Context: an optimization exercise on an open-source flow, tuned for a short achievable clock period and few clock cycles. The choices shown serve that exercise and are no tape-out recipe. Where RTL was checked, it was by simulation tests only, not by an equivalence proof against the original. No functional check of the RTL was part of run 3. Power and IR drop assume default switching activity.

==> design.v <==
package decode_pkg;
  localparam int CW_W            = 12;
  localparam int CW_ALU_BSEL     = 0;
  localparam int CW_IMM_SEL      = 1;
  localparam int CW_ALU_MODSEL   = 2;
  localparam int CW_JMP          = 3;
  localparam int CW_BRH          = 4;
  localparam int CW_PC_SEL_LO    = 5;
  localparam int CW_PC_SEL_HI    = 6;
  localparam int CW_MEM_WE       = 7;
  localparam int CW_MEM_REQ      = 8;
  localparam int CW_REG_WE       = 9;
  localparam int CW_REG_INSEL_LO = 10;
  localparam int CW_REG_INSEL_HI = 11;
  typedef logic [CW_W-1:0] ctrl_word_t;
  localparam logic [1:0] INSEL_ALU       = 2'd0;
  localparam logic [1:0] INSEL_UPPER_IMM = 2'd1;
  localparam logic [1:0] INSEL_MEM       = 2'd2;
  localparam logic [1:0] INSEL_PC4       = 2'd3;
  localparam logic [2:0] OP_ALU_RR = 3'd0;
  localparam logic [2:0] OP_ALU_RI = 3'd1;
  localparam logic [2:0] OP_LUI    = 3'd2;
  localparam logic [2:0] OP_LOAD   = 3'd3;
  localparam logic [2:0] OP_STORE  = 3'd4;
  localparam logic [2:0] OP_BRANCH = 3'd5;
  localparam logic [2:0] OP_JAL    = 3'd6;
  localparam logic [2:0] OP_JALR   = 3'd7;
  function automatic ctrl_word_t decode_opcode(input logic [2:0] op);
    ctrl_word_t cw;
    cw = '0;
    case (op)
      OP_ALU_RR: begin
        cw[CW_REG_WE] = 1'b1;
        cw[CW_REG_INSEL_HI:CW_REG_INSEL_LO] = INSEL_ALU;
      end
      OP_ALU_RI: begin
        cw[CW_ALU_BSEL] = 1'b1;
        cw[CW_IMM_SEL]  = 1'b1;
        cw[CW_REG_WE]   = 1'b1;
        cw[CW_REG_INSEL_HI:CW_REG_INSEL_LO] = INSEL_ALU;
      end
      OP_LUI: begin
        cw[CW_IMM_SEL] = 1'b1;
        cw[CW_REG_WE]  = 1'b1;
        cw[CW_REG_INSEL_HI:CW_REG_INSEL_LO] = INSEL_UPPER_IMM;
      end
      OP_LOAD: begin
        cw[CW_ALU_BSEL] = 1'b1;
        cw[CW_IMM_SEL]  = 1'b1;
        cw[CW_MEM_REQ]  = 1'b1;
        cw[CW_REG_WE]   = 1'b1;
        cw[CW_REG_INSEL_HI:CW_REG_INSEL_LO] = INSEL_MEM;
      end
      OP_STORE: begin
        cw[CW_ALU_BSEL] = 1'b1;
        cw[CW_IMM_SEL]  = 1'b1;
        cw[CW_MEM_WE]   = 1'b1;
        cw[CW_MEM_REQ]  = 1'b1;
      end
      OP_BRANCH: begin
        cw[CW_ALU_MODSEL] = 1'b1;
        cw[CW_BRH]        = 1'b1;
        cw[CW_PC_SEL_HI:CW_PC_SEL_LO] = 2'd1;
      end
      OP_JAL: begin
        cw[CW_JMP]    = 1'b1;
        cw[CW_PC_SEL_HI:CW_PC_SEL_LO] = 2'd2;
        cw[CW_REG_WE] = 1'b1;
        cw[CW_REG_INSEL_HI:CW_REG_INSEL_LO] = INSEL_PC4;
      end
      OP_JALR: begin
        cw[CW_ALU_BSEL] = 1'b1;
        cw[CW_IMM_SEL]  = 1'b1;
        cw[CW_JMP]      = 1'b1;
        cw[CW_PC_SEL_HI:CW_PC_SEL_LO] = 2'd3;
        cw[CW_REG_WE]   = 1'b1;
        cw[CW_REG_INSEL_HI:CW_REG_INSEL_LO] = INSEL_PC4;
      end
      default: cw = '0;
    endcase
    decode_opcode = cw;
  endfunction
  function automatic logic is_load(input ctrl_word_t cw);
    is_load = cw[CW_REG_WE] &&
           (cw[CW_REG_INSEL_HI:CW_REG_INSEL_LO] == INSEL_MEM);
  endfunction
  function automatic logic addr_live(input logic [4:0] a, input int nregs);
    addr_live = (a != 5'd0) && ({27'd0, a} < nregs);
  endfunction
endpackage
module reg_scoreboard
#(
  parameter int NE = 2
) (
  input  logic        clk,
  input  logic        rst,
  input  logic        clk_en,
  input  logic        set_en,
  input  logic [4:0]  set_addr,
  input  logic        clr_en,
  input  logic [4:0]  clr_addr,
  output logic [NE-1:0] e_v,
  output logic [NE-1:0][4:0] e_a,
  output logic [NE-1:0][4:0] e_a1,
  output logic [NE-1:0][4:0] e_a2,
  output logic [NE-1:0] e_vn,
  output logic        ovf
);
  logic [31:0] busy;
  logic [31:0] busy_nxt;
  always_comb begin
    busy_nxt = busy;
    if (clr_en) begin
      busy_nxt[clr_addr] = 1'b0;
    end
    if (set_en) begin
      busy_nxt[set_addr] = 1'b1;
    end
    busy_nxt[0] = 1'b0;
  end
  logic [NE-1:0] clr_k;
  logic [NE-1:0] hit_k;
  logic [NE-1:0] free_k;
  logic [NE-1:0] take_k;
  logic          hit;
  logic [NE-1:0] e_v_nxt;
  logic [NE-1:0][4:0] e_a_nxt;
  logic          ovf_nxt;
  always_comb begin
    for (int k = 0; k < NE; k++) begin
      clr_k[k]  = clr_en && (clr_addr == e_a[k]);
      hit_k[k]  = e_v[k] && (set_addr == e_a[k]);
      free_k[k] = !e_v[k] || clr_k[k];
      e_v_nxt[k] = e_v[k] && !clr_k[k];
      e_a_nxt[k] = e_a[k];
    end
    hit = |hit_k;
    take_k = free_k & ~(free_k - NE'(1));
    ovf_nxt = ovf && (busy_nxt != '0);
    if (set_en) begin
      if (hit) begin
        e_v_nxt = e_v_nxt | hit_k;
      end else if (|free_k) begin
        e_v_nxt = e_v_nxt | take_k;
        for (int k = 0; k < NE; k++) begin
          if (take_k[k]) e_a_nxt[k] = set_addr;
        end
      end else begin
        ovf_nxt = 1'b1;
      end
    end
  end
  always_ff @(posedge clk or posedge rst) begin
    if (rst) begin
      busy <= '0;
      e_v  <= '0;
      e_vn <= '1;
      ovf  <= 1'b0;
    end else if (clk_en) begin
      busy <= busy_nxt;
      e_v  <= e_v_nxt;
      e_vn <= ~e_v_nxt;
      ovf  <= ovf_nxt;
    end
  end
  always_ff @(posedge clk) begin
    if (clk_en) begin
      for (int k = 0; k < NE; k++) begin
        e_a[k]  <= e_a_nxt[k];
        e_a1[k] <= ~e_a_nxt[k];
        e_a2[k] <= e_a_nxt[k] ^ 5'b01010;
      end
    end
  end
endmodule
module decode_stage_pipe
#(
  parameter int XLEN  = 32,
  parameter int IP_W  = 30,
  parameter int NREGS = 32
) (
  input  logic                clk,
  input  logic                rst,
  input  logic                clk_en,
  input  logic                in_valid,
  output logic                in_ready,
  input  logic [31:0]         inst_in,
  input  logic [IP_W-1:0]     ip_in,
  input  logic                invalid,
  input  logic                flush,
  input  logic                reg_we,
  input  logic [4:0]          rd_addr,
  input  logic [XLEN-1:0]     reg_din,
  output logic                out_valid,
  input  logic                out_ready,
  output logic [11:0]         control_word,
  output logic [31:0]         inst_out,
  output logic [IP_W-1:0]     ip_out,
  output logic [XLEN-1:0]     rs1_out,
  output logic [XLEN-1:0]     rs2_out
);
  logic [2:0] op;
  logic [4:0] rs1;
  logic [4:0] rs2;
  logic [4:0] rd;
  assign op  = inst_in[28:26];
  assign rs1 = inst_in[25:21];
  assign rs2 = inst_in[11:7];
  assign rd  = inst_in[20:16];
  logic            out_valid_q;
  decode_pkg::ctrl_word_t cw_q;
  logic [31:0]     inst_q;
  logic [IP_W-1:0] ip_q;
  logic [XLEN-1:0] rs1_q;
  logic [XLEN-1:0] rs2_q;
  decode_pkg::ctrl_word_t dec_cw;
  assign dec_cw = invalid ? '0 : decode_pkg::decode_opcode(op);
  logic [XLEN-1:0] regs [1:31];
  logic            wb_live;
  assign wb_live = reg_we && decode_pkg::addr_live(rd_addr, NREGS);
  always_ff @(posedge clk or posedge rst) begin
    if (rst) begin
      for (int i = 1; i < 32; i++) begin
        regs[i] <= '0;
      end
    end else if (clk_en && wb_live) begin
      regs[rd_addr] <= reg_din;
    end
  end
  logic wb_hit_rs1;
  logic wb_hit_rs2;
  assign wb_hit_rs1 = reg_we && (rd_addr == rs1);
  assign wb_hit_rs2 = reg_we && (rd_addr == rs2);
  logic [XLEN-1:0] rs1_val;
  logic [XLEN-1:0] rs2_val;
  logic [XLEN-1:0] rf_rd [32];
  always_comb begin
    rf_rd[0] = '0;
    for (int i = 1; i < 32; i++) begin
      rf_rd[i] = regs[i];
    end
  end
  always_comb begin
    rs1_val = rf_rd[rs1];
    rs2_val = rf_rd[rs2];
    if (wb_hit_rs1 && rs1 != 5'd0) begin
      rs1_val = reg_din;
    end
    if (wb_hit_rs2 && rs2 != 5'd0) begin
      rs2_val = reg_din;
    end
  end
  logic        held_v;
  logic        held_vn;
  logic [4:0]  held_rd;
  logic [4:0]  held_rd1;
  logic [4:0]  held_rd2;
  localparam int NE = 3;
  logic [NE-1:0] e_v;
  logic [NE-1:0][4:0] e_a;
  logic [NE-1:0][4:0] e_a1;
  logic [NE-1:0][4:0] e_a2;
  logic [NE-1:0] e_vn;
  logic [NE-1:0] e_hit1, e_hit2;
  logic        sb_ovf;
  logic        ld_in;
  logic        hz_rs1;
  logic        hz_rs2;
  logic        hazard;
  assign ld_in = !invalid && (op == decode_pkg::OP_LOAD) && (rd != 5'd0);
  always_comb begin
    for (int k = 0; k < NE; k++) begin
      e_hit1[k] = e_v[k] && (e_a1[k] == ~rs1);
      e_hit2[k] = !e_vn[k] && (e_a2[k] == (rs2 ^ 5'b01010));
    end
  end
  assign hz_rs1 = (held_v && held_rd1 == ~rs1) || (|e_hit1 && !wb_hit_rs1);
  assign hz_rs2 = (!held_vn && held_rd2 == (rs2 ^ 5'b01010)) || (|e_hit2 && !wb_hit_rs2);
  assign hazard = !invalid && (sb_ovf || hz_rs1 || hz_rs2);
  logic open_q;      
  logic xfer_in;
  logic xfer_out;
  logic ov_n;
  assign open_q   = ov_n || out_ready;
  assign in_ready = open_q && !hazard && !flush;
  assign xfer_in  = in_valid && in_ready && clk_en;
  assign xfer_out = out_valid_q && out_ready && !flush && clk_en;
  always_ff @(posedge clk or posedge rst) begin
    if (rst) begin
      out_valid_q <= 1'b0;
      ov_n        <= 1'b1;
      held_v      <= 1'b0;
      held_vn     <= 1'b1;
    end else if (clk_en) begin
      if (flush) begin
        out_valid_q <= 1'b0;
        ov_n        <= 1'b1;
        held_v      <= 1'b0;
        held_vn     <= 1'b1;
      end else if (in_valid && in_ready) begin
        out_valid_q <= 1'b1;
        ov_n        <= 1'b0;
        held_v      <= ld_in;
        held_vn     <= !ld_in;
      end else if (out_ready) begin
        out_valid_q <= 1'b0;
        ov_n        <= 1'b1;
        held_v      <= 1'b0;
        held_vn     <= 1'b1;
      end
    end
  end
  always_ff @(posedge clk) begin
    if (clk_en && !flush && in_valid && in_ready) begin
      held_rd  <= rd;
      held_rd1 <= ~rd;
      held_rd2 <= rd ^ 5'b01010;
    end
  end
  always_ff @(posedge clk) begin
    if (clk_en && open_q) begin
      cw_q   <= dec_cw;
      inst_q <= inst_in;
      ip_q   <= ip_in;
      rs1_q  <= rs1_val;
      rs2_q  <= rs2_val;
    end
  end
  assign out_valid    = out_valid_q;
  assign control_word = cw_q;
  assign inst_out     = inst_q;
  assign ip_out       = ip_q;
  assign rs1_out      = rs1_q;
  assign rs2_out      = rs2_q;
  reg_scoreboard #(
    .NE       (NE)
  ) u_scoreboard (
    .clk      (clk),
    .rst      (rst),
    .clk_en   (clk_en),
    .set_en   (xfer_out && held_v),
    .set_addr (held_rd),
    .clr_en   (reg_we),
    .clr_addr (rd_addr),
    .e_v      (e_v),
    .e_a      (e_a),
    .e_a1     (e_a1),
    .e_a2     (e_a2),
    .e_vn     (e_vn),
    .ovf      (sb_ovf)
  );
endmodule
==> run.sh <==
#!/bin/bash
# synth_recipe.tcl (not shown) runs the flow's synth.tcl, then flattens the netlist and writes it again
# the make line also repeats each setting of config.mk as NAME=value (left out here)
make -C /OpenROAD-flow-scripts/flow DESIGN_CONFIG=/design/flow/config.mk WORK_HOME=/design/flow/orfs CLKGATE_MAP_FILE= SYNTH_SCRIPT=/design/flow/synth_recipe.tcl finish
==> config.mk <==
export PLATFORM = sky130hd
export DESIGN_NAME = decode_stage_pipe
export DESIGN_NICKNAME = decode_stage_pipe
export VERILOG_FILES = /design/flow/design.v
export SDC_FILE = /design/flow/constraint.sdc
export NUM_CORES = 4
export LEC_CHECK = 0
export ABC_AREA = 1
export CAP_MARGIN = 20
export CORE_MARGIN = 2
export CORE_UTILIZATION = 40
export PLACE_DENSITY = 0.6
export SETUP_SLACK_MARGIN = 2.5
export SLEW_MARGIN = 20
export TNS_END_PERCENT = 30
==> constraint.sdc <==
create_clock -name core_clock -period 5.0 [get_ports {clk}]
set_input_delay 1.0000 -clock core_clock [delete_from_list [all_inputs] [get_ports {clk}]]
set_output_delay 1.0000 -clock core_clock [all_outputs]
set_load 0.01 [all_outputs]
==> impl_results.md, run 1 <==
- Leakage: roughly 33 nW
- PwrDens: about 360 mW/mm2
- Status: no timing/DRC/antenna violations
- Crit Path Max Fanout: 4
- Relative slew slack: 0.219
- Initial antenna violation count: 28
- Syn Nets: 7503
- Htree depth: 4
- Pin count of the biggest net entering global routing: 115
- Residual DRC: 0
- Yosys cell types: between 50 and 60
- DIE WIDTH: ~390 um
- Gate Count Post-Synth: between 7000 and 8000
- Vias/cell: 6.20
- Drt wl/cell: 30.8 um
- CTS tree: built
- DRT Pass-1 Iters: 10
- Vias in the first global route: around 56000
- Final-stage net count: approximately 7900
- Area delta synth->final: 23.4%
- Die height: ~390 um
- Max Slew Vio Count: 0
- GPL Wtd Cong: between 1 and 1.5
- Setup Skew: 0.0262 ns
- Floorplan row count: 141
- PortBufs: roughly 250
- Post-DP HPWL: roughly 190 mm
- Synthesized area: between 0.05 and 0.06 mm2
- First-pass GRT wire length: 418 mm
- I/O pin count: 247
- Non-filler cells, final: ~10000
- CTS buffer count: 140
- Synthesized flop and latch total: ~1200
- Fin. Hold Viols: 0
- Total track usage: 0.389
- Post-Route Setup TNS: 0 ns
- Crit path time final: around 3.4 ns
- Hold_sp: inst_in[8]
- HP Class: in2reg
- Final core utilization: 0.497
- Hold slack: around 0.48 ns
- Clk sinks: approximately 1200
- Starting density of the core: 0.403
- Core Region: 0.147 mm2
- Fraction of layout cells with a size suffix above 1: 0.133
- WP data required: about 4 ns
- Crit start category: flop
- Max Cap Violations: 0
- Root buffer cell: clkbuf_16
- Final setup fails: 0
- Peak VDD IR: 0.288 mV
- Main synth FF type: dfrtp_1
- Reg-to-Reg Start: held_rd[0]$_DFFE_PP_
- Die ar.: 0.152 mm2
- Worst setup EP type: output pin
- Max Clock Freq: approximately 0.30 GHz
- Critical path class: reg2out
- Vias: ~61000
- Post-synth ARST share: 0.855
- Clk buf depth: 3
- Cell count after placement: 9406
- Clock latency on the worst-skew pair: between 0.8 and 0.9 ns
- Post-synth EDFFs: 176
- Initial DRC count: approximately 11000
- RSZ-0062 raised after global routing: true
- Grt ovf: 0
- Average cell area after synthesis: about 8.0 um2
- WL final: 302 mm
- Post-DRT Antenna Nets: 0
- Clock Pin Slew Worst Setup and Hold Paths: about 0.060 ns
- Period utilization: 0.675
- Seq/Total Area, Yosys: 0.525
- Synth warn: 4
- Crit path from: u_scoreboard.e_a2[5]$_DFFE_PP_
- Critical Path AT: between 2 and 2.5 ns
- Worst-margin pin slew: roughly 1.2 ns
-- Yosys cell counts, types with 67 or more instances --
master | instances | area share
o21ai_0 | 1137 | 0.096
dfrtp_1 | 1029 | 0.43
nor2_1 | 260 | 0.016
buf_2 | 134 | 0.011
nand3_1 | 132 | 0.011
clkbuf_1 | 315 | 0.020
inv_1 | 574 | 0.036
nor3_1 | 109 | 0.0092
o21ai_1 | 104 | 0.0088
nand2_1 | 2432 | 0.15
edfxtp_1 | 176 | 0.089
o22ai_1 | 271 | 0.029
nor4_1 | 67 | 0.0071
nand4_1 | 153 | 0.016
-- metal layers --
metal	global-route usage	wire [um]	up-vias
li1	-	-	25400
met1	0.502	111000	29000
met2	0.531	120000	5136
met3	0.156	45700	1313
met4	0.268	26000	24
met5	0	177	-
-- critical path, stage by stage, from the launching register on --
cell	delay [ns]
edfxtp_1	0.47
inv_2	0.16
nor2_1	0.06
nor3_1	0.22
nand3_1	0.11
nand3_1	0.08
nand2_1	0.09
nand3_2	0.10
nand2_2	0.07
nand2_2	0.06
inv_2	0.04
buf_6	0.11
-- kinds of logic (layout without fill, tap and decap cells) --
group	after synthesis	in the layout	synth area share
fa+ha+maj	13	13	0.00274
flops	1210	1210	0.525
simple gates	3248	3248	0.227
compound gates	1786	1786	0.168
buf+inv	1109	1602	0.0747
other cells	0	23	0
xor+xnor	17	17	0.00251
-- area by class of cell --
cell class,count,area [um2]
clock inverters,47,495
repair inverters,5,87.6
flip-flops and latches,1210,31200
diodes,23,57.6
inverters,628,2500
repair buffers,714,7640
fillers,14000,74200
multi-input cells,5064,24800
well taps,1930,2410
clock buffers,208,4150
-- path summary, 6_finish.rpt --
path	endpoint	depth (start not counted)	slack (ns)
worst max-delay path	in_ready	11	1.63
worst min-delay path	inst_q[8]$_DFFE_PP_	1	0.48
worst max register to register	u_scoreboard.ovf$_DFFE_PP0P_	17	2.42
worst min register to register	regs[17][12]$_DFFE_PP0P_	2	0.48
max in group asynchronous	regs[23][11]$_DFFE_PP0P_	3	2.75
min in group asynchronous	regs[7][23]$_DFFE_PP0P_	2	0.81
-- where the power goes --
| part | total (mW) | internal [mW] | switching, mW |
|---|---|---|---|
| Sequential | 12.2 | 11.3 | 0.916 |
| Combinational | 3.45 | 1.23 | 2.22 |
| Clock | 10.6 | 6.16 | 4.43 |
| Total | 26.2 | 18.7 | 7.57 |
-- cell usage in the layout (no fill, tap or decap), types with 14 or more instances in the layout --
cell	Yosys	layout
o21ai_1	104	109
inv_1	574	548
nor2_2	13	17
buf_12	0	59
clkbuf_8	0	26
a21oi_1	37	35
nand3_1	132	129
nor3_1	109	95
nand2_4	2	44
nand4_1	153	153
edfxtp_1	176	176
nand2_2	33	92
buf_4	19	323
buf_6	4	68
clkdlybuf4s50_1	0	123
o21ai_0	1137	1115
dlymetal6s2s_1	0	99
diode_2	0	23
nand3_2	22	22
clkbuf_16	0	150
a22o_1	33	33
buf_16	0	16
o211ai_1	25	25
dfrtp_1	1029	1029
nor4_1	67	56
a211oi_1	24	23
a31oi_1	29	29
a22oi_1	27	27
o2111ai_1	63	63
clkbuf_1	315	36
nor2_4	7	15
nand2_1	2432	2330
clkinv_2	0	22
nor2_1	260	248
inv_2	51	49
nor3_2	6	14
o22ai_1	271	270
-- through the flow --
stage	instance area, um2	power [mW]	setup WS (ns)
2_1_floorplan	59400	14.0	-10.25
3_3_place_gp	65100	15.3	0.313
3_5_place_dp	65200	15.4	0.452
4_1_cts	72100	26.1	1.63
5_1_grt	73200	27.1	1.55
6_report	73300	26.2	1.63
-- sequential cells by signal, indices dropped and copies added, names as in the netlist --
register,flops
held_vn,1
u_scoreboard.busy,31
rs2_q,32
held_rd1,5
ov_n,1
held_rd,5
u_scoreboard.e_v,3
out_valid_q,1
u_scoreboard.e_a1,9
regs,992
u_scoreboard.ovf,1
inst_q,32
u_scoreboard.e_vn,3
held_v,1
cw_q,10
u_scoreboard.e_a2,15
rs1_q,32
ip_q,30
u_scoreboard.e_a,6
-- timing repair --
item | in CTS | in global routing
hold buffers | 0 | 0
gates cloned | 17 | 5
pin swaps | 63 | 31
setup endpoints to repair | 1254 | 1143
gates resized for setup | 379 | 296
setup buffers | 99 | 23
Testbench counts, summed over its fixed seeds: cycles 10,083.
==> inputs of run 2 (changes only) <==
--- a/config.mk
+++ b/config.mk
@@ -8,8 +8,8 @@
 export ABC_AREA = 1
 export CAP_MARGIN = 20
 export CORE_MARGIN = 2
-export CORE_UTILIZATION = 40
-export PLACE_DENSITY = 0.6
+export CORE_UTILIZATION = 55
+export PLACE_DENSITY = 0.7
 export SETUP_SLACK_MARGIN = 2.5
 export SLEW_MARGIN = 20
 export TNS_END_PERCENT = 30
==> run 2 against run 1 <==
Power shrank 1.3%. Non-clock buffer count shrank 75. Hold slack lost 0.017 ns. Sequential cell count is the same. Clock-buffer cell count shrank 4. Fmax grew 3.8%. Global-route usage grew 10 points. Setup slack gained 0.12 ns. Largest cell class unchanged.
==> impl_results.md, run 2 <==
- Status: no timing/DRC/antenna violations
- Commonest cells in the netlist: nand2_1, o21ai_0, dfrtp_1, inv_1, clkbuf_1
- Final core utilization: 0.671
- Clk buf depth: 3
- Final-stage net count: 7800
- Worst-margin pin slew: 1.22 ns
- Yosys cell types: 54
- Leakage: ~32 nW
- Hold EP: inst_q[9]$_DFFE_PP_
- Clock Pin Slew Worst Setup and Hold Paths: approximately 0.060 ns
- Vias: about 61000
- DIE WIDTH: about 330 um
- Post-DRT Antenna Nets: 0
- I/O pin count: around 250
- Worst hold stages: 1
- CTS buffer count: 135
- Area delta synth->final: 21.0%
- Htree depth: 4
- Crit start category: flop
- Max Clock Freq: just over 0.3 GHz
- Pin count of the biggest net entering global routing: 165
- Starting density of the core: 0.555
- HP Class: in2reg
- Average cell area after synthesis: just over 8 um2
- Worst setup EP type: output pin
- Fin. Hold Viols: 0
- Clock latency on the worst-skew pair: 0.79 ns
- Total track usage: 0.492
- Final setup fails: 0
- Critical Path AT: between 2 and 2.5 ns
- Synthesized flop and latch total: around 1200
- Synth area leaders: dfrtp_1, nand2_1, o21ai_0
- Post-synth ARST share: 0.855
- Seq/Total Area, Yosys: 0.525
- Reg2reg end: u_scoreboard.e_a2[12]$_DFFE_PP_
- Synth warn: 4
- GPL Wtd Cong: between 1 and 1.5
- Floorplan row count: 120
- WP data required: about 4.0 ns
- Vias/cell: 6.61
- Crit path time final: about 3.2 ns
- Vias in the first global route: 55900
- Post-DP HPWL: roughly 170 mm
- Die height: about 330 um
- Post-Route Setup TNS: 0 ns
- Period utilization: 0.650
- Most frequent cell after synthesis: nand2_1
- Commonest cells after routing, fill and taps aside: nand2_1, o21ai_0, dfrtp_1, inv_1, o22ai_1
- Reg-to-Reg Start: held_rd[0]$_DFFE_PP_
- Initial DRC count: between 10000 and 15000
- Largest area contributor in the netlist: dfrtp_1
- Top reg by flops: regs
- Synthesized area: a little under 0.06 mm2
- First-pass GRT wire length: about 390 mm
- PwrDens: 360 mW/mm2
- WL final: between 200 and 300 mm
- Drt wl/cell: ~30 um
- Grt ovf: 0
- Residual DRC: 0
- Root buffer cell: clkbuf_16
- Relative slew slack: 0.185
- PortBufs: about 250
- Most common cell after layout, fill and taps aside: nand2_1
- Max Slew Vio Count: 0
- Clk sinks: ~1200
- Hold_sp: inst_in[9]
- Max Cap Violations: 0
- R2R setup slack: ~2.5 ns
- Synth top area share: 0.434
- Die ar.: 0.111 mm2
- Initial antenna violation count: 22
- CTS tree: built
- Core Region: roughly 0.11 mm2
- Critical path class: reg2out
- Fraction of layout cells with a size suffix above 1: 0.124
- Worst r2r path cells: 12
- Gate Count Post-Synth: around 7400
- Syn Nets: about 7500
- RSZ-0062 raised after global routing: true
- Main synth FF type: dfrtp_1
- DRT Pass-1 Iters: 10
- Crit Path Max Fanout: 4
- Setup Skew: 0.0300 ns
- Post-CTS Hold Buffers: 0
- Max FFs per register: between 900 and 1000
- Peak VDD IR: roughly 0.29 mV
- Post-synth EDFFs: 176
run 2: layout make-up:
| cell class | instances | area (um2) |
|---|---|---|
| antenna | 35 | 87.6 |
| timing repair inverter | 2 | 15.0 |
| multi-input combinational | 5064 | 24900 |
| inverter | 628 | 2580 |
| fill | 8845 | 35200 |
| timing repair buffer | 639 | 6730 |
| sequential | 1210 | 31200 |
| clock inverter | 42 | 524 |
| tap | 1403 | 1760 |
| clock buffer | 204 | 4080 |
run 2: how the worst max path moves through the flow:
| stage | from | depth (start not counted) | to |
|---|---|---|---|
| final | u_scoreboard.e_a2[13]$_DFFE_PP_ | 10 | in_ready |
| after global routing | inst_in[22] | 13 | in_ready |
| after CTS | held_rd[0]$_DFFE_PP_ | 11 | in_ready |
| after detailed placement | inst_in[8] | 13 | rs2_q[7]$_DFFE_PP_ |
| after global placement | inst_in[8] | 13 | rs2_q[7]$_DFFE_PP_ |
| after floorplan | rst | 1 | held_v$_DFFE_PP0P_ |
run 2: timing repair:
action,4_1_cts,5_1_grt
cloned,4,5
pin swaps,41,58
gates resized for setup,335,379
buffers inserted,47,54
setup endpoints to repair,1265,850
run 2: metrics by stage:
| step | instance area (um2) | hold slack [ns] | worst slack (ns) | instances | power, mW |
|---|---|---|---|---|---|
| after floorplan | 59400 | 0.444 | -10.25 | 7383 | 14.0 |
| after global placement | 64000 | 0.457 | 0.391 | 8832 | 15.1 |
| after detailed placement | 64000 | 0.463 | 0.348 | 8833 | 15.3 |
| after CTS | 70000 | 0.471 | 1.72 | 9130 | 25.6 |
| after global routing | 71800 | 0.450 | 1.65 | 9194 | 26.7 |
| final | 71900 | 0.463 | 1.75 | 9227 | 25.9 |
run 2: power by group:
| group | switching (mW) | internal [mW] | total (mW) |
|---|---|---|---|
| combinational | 2.11 | 1.16 | 3.27 |
| sequential | 0.890 | 11.3 | 12.2 |
| clock | 4.28 | 6.17 | 10.5 |
run 2: per-layer routing:
layer / up-vias / GRT usage / share of wire
met5: - / 0.0261 / 0.0024
met3: 1485 / 0.228 / 0.16
met2: 5325 / 0.660 / 0.39
met1: 28900 / 0.618 / 0.35
li1: 25300 / - / -
met4: 28 / 0.357 / 0.090
run 2: cell families after synthesis:
| group | after synthesis | synth area share |
|---|---|---|
| XOR/XNOR | 17 | 0.00251 |
| buffers and inverters | 1109 | 0.0747 |
| adder cells (fa/ha/maj) | 13 | 0.00274 |
| AND/OR/NAND/NOR | 3248 | 0.227 |
| flip-flops | 1210 | 0.525 |
| AO/OA/AOI/OAI | 1786 | 0.168 |
run 2: worst max-delay path: stages (launching register included):
cell	delay (ns)
edfxtp_1	0.53
o21bai_1	0.23
nor2_1	0.06
nand3_1	0.07
nand3_1	0.10
nand2_2	0.11
nand3_2	0.10
nand2_2	0.09
nand2_2	0.05
inv_2	0.06
buf_6	0.09
==> inputs of run 3 (changes only) <==
--- a/design.v
+++ b/design.v
@@ -168,7 +168,7 @@
       for (int k = 0; k < NE; k++) begin
         e_a[k]  <= e_a_nxt[k];
         e_a1[k] <= ~e_a_nxt[k];
-        e_a2[k] <= e_a_nxt[k] ^ 5'b01010;
+        e_a2[k] <= e_v_nxt[k] ? e_a_nxt[k] : 5'd0;
       end
     end
   end
@@ -233,16 +233,21 @@
   assign wb_hit_rs2 = reg_we && (rd_addr == rs2);
   logic [XLEN-1:0] rs1_val;
   logic [XLEN-1:0] rs2_val;
-  logic [XLEN-1:0] rf_rd [32];
+  logic [31:1] sel1;
+  logic [31:1] sel2;
   always_comb begin
-    rf_rd[0] = '0;
     for (int i = 1; i < 32; i++) begin
-      rf_rd[i] = regs[i];
+      sel1[i] = (rs1 == 5'(i));
+      sel2[i] = (rs2 == 5'(i));
     end
   end
   always_comb begin
-    rs1_val = rf_rd[rs1];
-    rs2_val = rf_rd[rs2];
+    rs1_val = '0;
+    rs2_val = '0;
+    for (int i = 1; i < 32; i++) begin
+      rs1_val = rs1_val | ({XLEN{sel1[i]}} & regs[i]);
+      rs2_val = rs2_val | ({XLEN{sel2[i]}} & regs[i]);
+    end
     if (wb_hit_rs1 && rs1 != 5'd0) begin
       rs1_val = reg_din;
     end
@@ -271,17 +276,19 @@
   always_comb begin
     for (int k = 0; k < NE; k++) begin
       e_hit1[k] = e_v[k] && (e_a1[k] == ~rs1);
-      e_hit2[k] = !e_vn[k] && (e_a2[k] == (rs2 ^ 5'b01010));
+      e_hit2[k] = !e_vn[k] && (e_a2[k] == rs2);
     end
   end
   assign hz_rs1 = (held_v && held_rd1 == ~rs1) || (|e_hit1 && !wb_hit_rs1);
-  assign hz_rs2 = (!held_vn && held_rd2 == (rs2 ^ 5'b01010)) || (|e_hit2 && !wb_hit_rs2);
+  assign hz_rs2 = (!held_vn && held_rd2 == rs2) || (|e_hit2 && !wb_hit_rs2);
   assign hazard = !invalid && (sb_ovf || hz_rs1 || hz_rs2);
   logic open_q;      
   logic xfer_in;
   logic xfer_out;
   logic ov_n;
+  logic load_q;
   assign open_q   = ov_n || out_ready;
+  assign load_q   = !(out_valid_q && !out_ready);
   assign in_ready = open_q && !hazard && !flush;
   assign xfer_in  = in_valid && in_ready && clk_en;
   assign xfer_out = out_valid_q && out_ready && !flush && clk_en;
@@ -311,14 +318,16 @@
     end
   end
   always_ff @(posedge clk) begin
-    if (clk_en && !flush && in_valid && in_ready) begin
-      held_rd  <= rd;
+    if (clk_en && load_q) begin
       held_rd1 <= ~rd;
-      held_rd2 <= rd ^ 5'b01010;
+      held_rd2 <= rd;
+      if (ld_in) begin
+        held_rd <= rd;
+      end
     end
   end
   always_ff @(posedge clk) begin
-    if (clk_en && open_q) begin
+    if (clk_en && load_q) begin
       cw_q   <= dec_cw;
       inst_q <= inst_in;
       ip_q   <= ip_in;
==> flow/run.sh (new file) <==
#!/bin/bash
# Own layout flow: the standard flow (standard.sh), with the ports of the
# in_ready path (source-register fields, write-back address/enable, handshake
# and flush inputs, in_ready) kept together on one stretch of the left edge,
# so the fetch-side interlock logic sits next to its pins. Everything else is
# the standard flow, run unchanged.
set -euo pipefail
here=$(pwd)
export PRE_IO_PLACEMENT_TCL="$here/flow/io.tcl"
bash standard.sh > "$here/standard_flow.log" 2>&1
==> flow/io.tcl (new file) <==
# Keep the interlock's ports together on the left edge, mid-height.
set die_h [expr {[ord::dbu_to_microns [[[ord::get_db_block] getDieArea] dy]]}]
set mid [expr {$die_h / 2.0}]
set lo [expr {int($mid - 16)}]
set hi [expr {int($mid + 16)}]
set pins {in_ready flush in_valid invalid out_ready reg_we
  rd_addr[0] rd_addr[1] rd_addr[2] rd_addr[3] rd_addr[4]
  inst_in[21] inst_in[22] inst_in[23] inst_in[24] inst_in[25]
  inst_in[7] inst_in[8] inst_in[9] inst_in[10] inst_in[11]}
puts "io.tcl: interlock ports on left:$lo-$hi"
set_io_pin_constraint -pin_names $pins -region left:$lo-$hi
==> standard.sh (new file) <==
#!/bin/bash
# synth_recipe.tcl (not shown) runs the flow's synth.tcl, then flattens the netlist and writes it again
# the make line also repeats each setting of config.mk as NAME=value (left out here)
make -C /OpenROAD-flow-scripts/flow DESIGN_CONFIG=/design/flow/config.mk WORK_HOME=/design/flow/orfs CLKGATE_MAP_FILE= SYNTH_SCRIPT=/design/flow/synth_recipe.tcl "${@:-finish}"
--- a/config.mk
+++ b/config.mk
@@ -8,8 +8,8 @@
 export ABC_AREA = 1
 export CAP_MARGIN = 20
 export CORE_MARGIN = 2
-export CORE_UTILIZATION = 55
-export PLACE_DENSITY = 0.7
+export CORE_UTILIZATION = 65
+export PLACE_DENSITY = 0.75
 export SETUP_SLACK_MARGIN = 2.5
 export SLEW_MARGIN = 20
 export TNS_END_PERCENT = 30
removed: run.sh
==> run 3 against run 2 <==
The run now fails in global routing. Area after synthesis is 1.8% higher. Synthesized cell count is 2.8% higher.
==> impl_results.md, run 3 <==
- Status: aborted with a tool error
- Stopped at: global routing
- Err: [ERROR GRT-0232] Routing congestion too high. Check the congestion heatmap in the GUI.
- Root buffer cell: clkbuf_16
- Htree depth: 4
- I/O pin count: between 200 and 250
- Total track usage: 0.805
- Post-synth EDFFs: 191
- Clk sinks: about 1200
- Starting density of the core: 0.657
- Synth area leaders: dfrtp_1, nand2_1, o21ai_0
- Most frequent cell after synthesis: nand2_1
- Synth top area share: 0.426
- Gate Count Post-Synth: between 7000 and 8000
- PortBufs: approximately 250
- Yosys cell types: 52
- Main synth FF type: dfrtp_1
- Floorplan row count: between 100 and 150
- DIE WIDTH: between 300 and 400 um
- Synthesized area: just over 0.06 mm2
- Largest area contributor in the netlist: dfrtp_1
- Synth warn: 3
- Seq/Total Area, Yosys: 0.523
- CTS buffer count: 130
- GPL Wtd Cong: between 1 and 1.5
- Clk buf depth: 3
- Grt ovf: 12
- Post-synth ARST share: 0.844
- Synthesized flop and latch total: between 1000 and 1500
- Pin count of the biggest net entering global routing: around 130
- Post-DP HPWL: around 180 mm
- Syn Nets: between 7000 and 8000
- Dpl cell area: around 0.065 mm2
- Average cell area after synthesis: roughly 8.0 um2
- Die height: between 300 and 400 um
- Commonest cells in the netlist: nand2_1, o21ai_0, dfrtp_1, inv_1, nor2_1
==> run 3: cell count changes after synthesis, moves of 25 or more <==
cell       before   now
o2111ai_1      63    98
nand2_1      2432  2265
nor3_1        109    84
nor4_1         67    23
o21ai_1       104    75
o21ai_0      1137  1193
nor2_1        260   418
o22ai_1       271   335
inv_1         574   786
==> run 3: metrics by stage <==
step            util  setup slack, ns  cells
2_1_floorplan      -           -10.25   7590
3_3_place_gp   0.704            0.623   8843
3_5_place_dp   0.704            0.583   8843
4_1_cts        0.786             1.83   9214
==> run 3: how the worst max path moves through the flow <==
| stage | startpoint | to | slack (ns) | depth (start not counted) |
|---|---|---|---|---|
| floorplan | rst | held_v$_DFFE_PP0P_ | -10.25 | 1 |
| CTS | u_scoreboard.e_a2[14]$_SDFFCE_PP0P_ | in_ready | 1.83 | 8 |
| detailed placement | inst_in[21] | in_ready | 0.58 | 8 |
| global placement | inst_in[7] | in_ready | 0.62 | 9 |
==> run 3: power by group through the flow <==
stage	logic (mW)	clock network [mW]	registers [mW]
floorplan	1.88	0	12.3
global placement	3.01	0	12.4
detailed placement	3.14	0	12.4
CTS	3.33	10.5	12.3
==> run 3: kinds of logic after synthesis <==
group / share of synthesized area
fa+ha+maj: 0.00269
buf+inv: 0.0856
xor+xnor: 0.00188
compound gates: 0.177
simple gates: 0.210
flops: 0.523
==> run 3: per-layer routing <==
metal	track usage	overflow
met1	0.826	0
met2	0.898	0
met3	0.723	0
met4	0.743	0
met5	0.569	12
==> run 3: repair_timing <==
item,CTS
gates resized for setup,399
buffers inserted,93
hold buffers,0
pin swaps,38
hold endpoints to repair,0
setup endpoints to repair,1277
gates cloned,41

-- port drivers added, routing unchanged --
The results above use ideal ports. As a check the final layouts listed here were re-extracted and re-timed, cells and wires unchanged.
Step 1 sets driving cells, clkbuf_16 on the clock port and buf_2 on the other inputs (assumed; they add their load-dependent delay and slew).
Step 2 also shifts input and output timing later by t, the mid clock arrival at the registers, as if the neighbouring blocks saw the same clock.
Three values: no drivers, after step 1, after step 2; two values: the first two.
| run | t, ns | slack for setup (ns) | worst setup path after step 2 | clock arrival spread, ns | pins driven straight from the clock port |
|---|---|---|---|---|---|
| run 1 | 0.887 | 1.627 / 1.543 / 0.940 | input to register | 0.033 / 0.033 | 1 |
| run 2 | 0.852 | 1.751 / 1.673 / 1.407 | input to register | 0.036 / 0.036 | 1 |
After both steps every run listed still meets setup and hold. The setup slack of run 1, which loses most, moves by -0.084 ns with the drivers and by -0.687 ns with both steps.
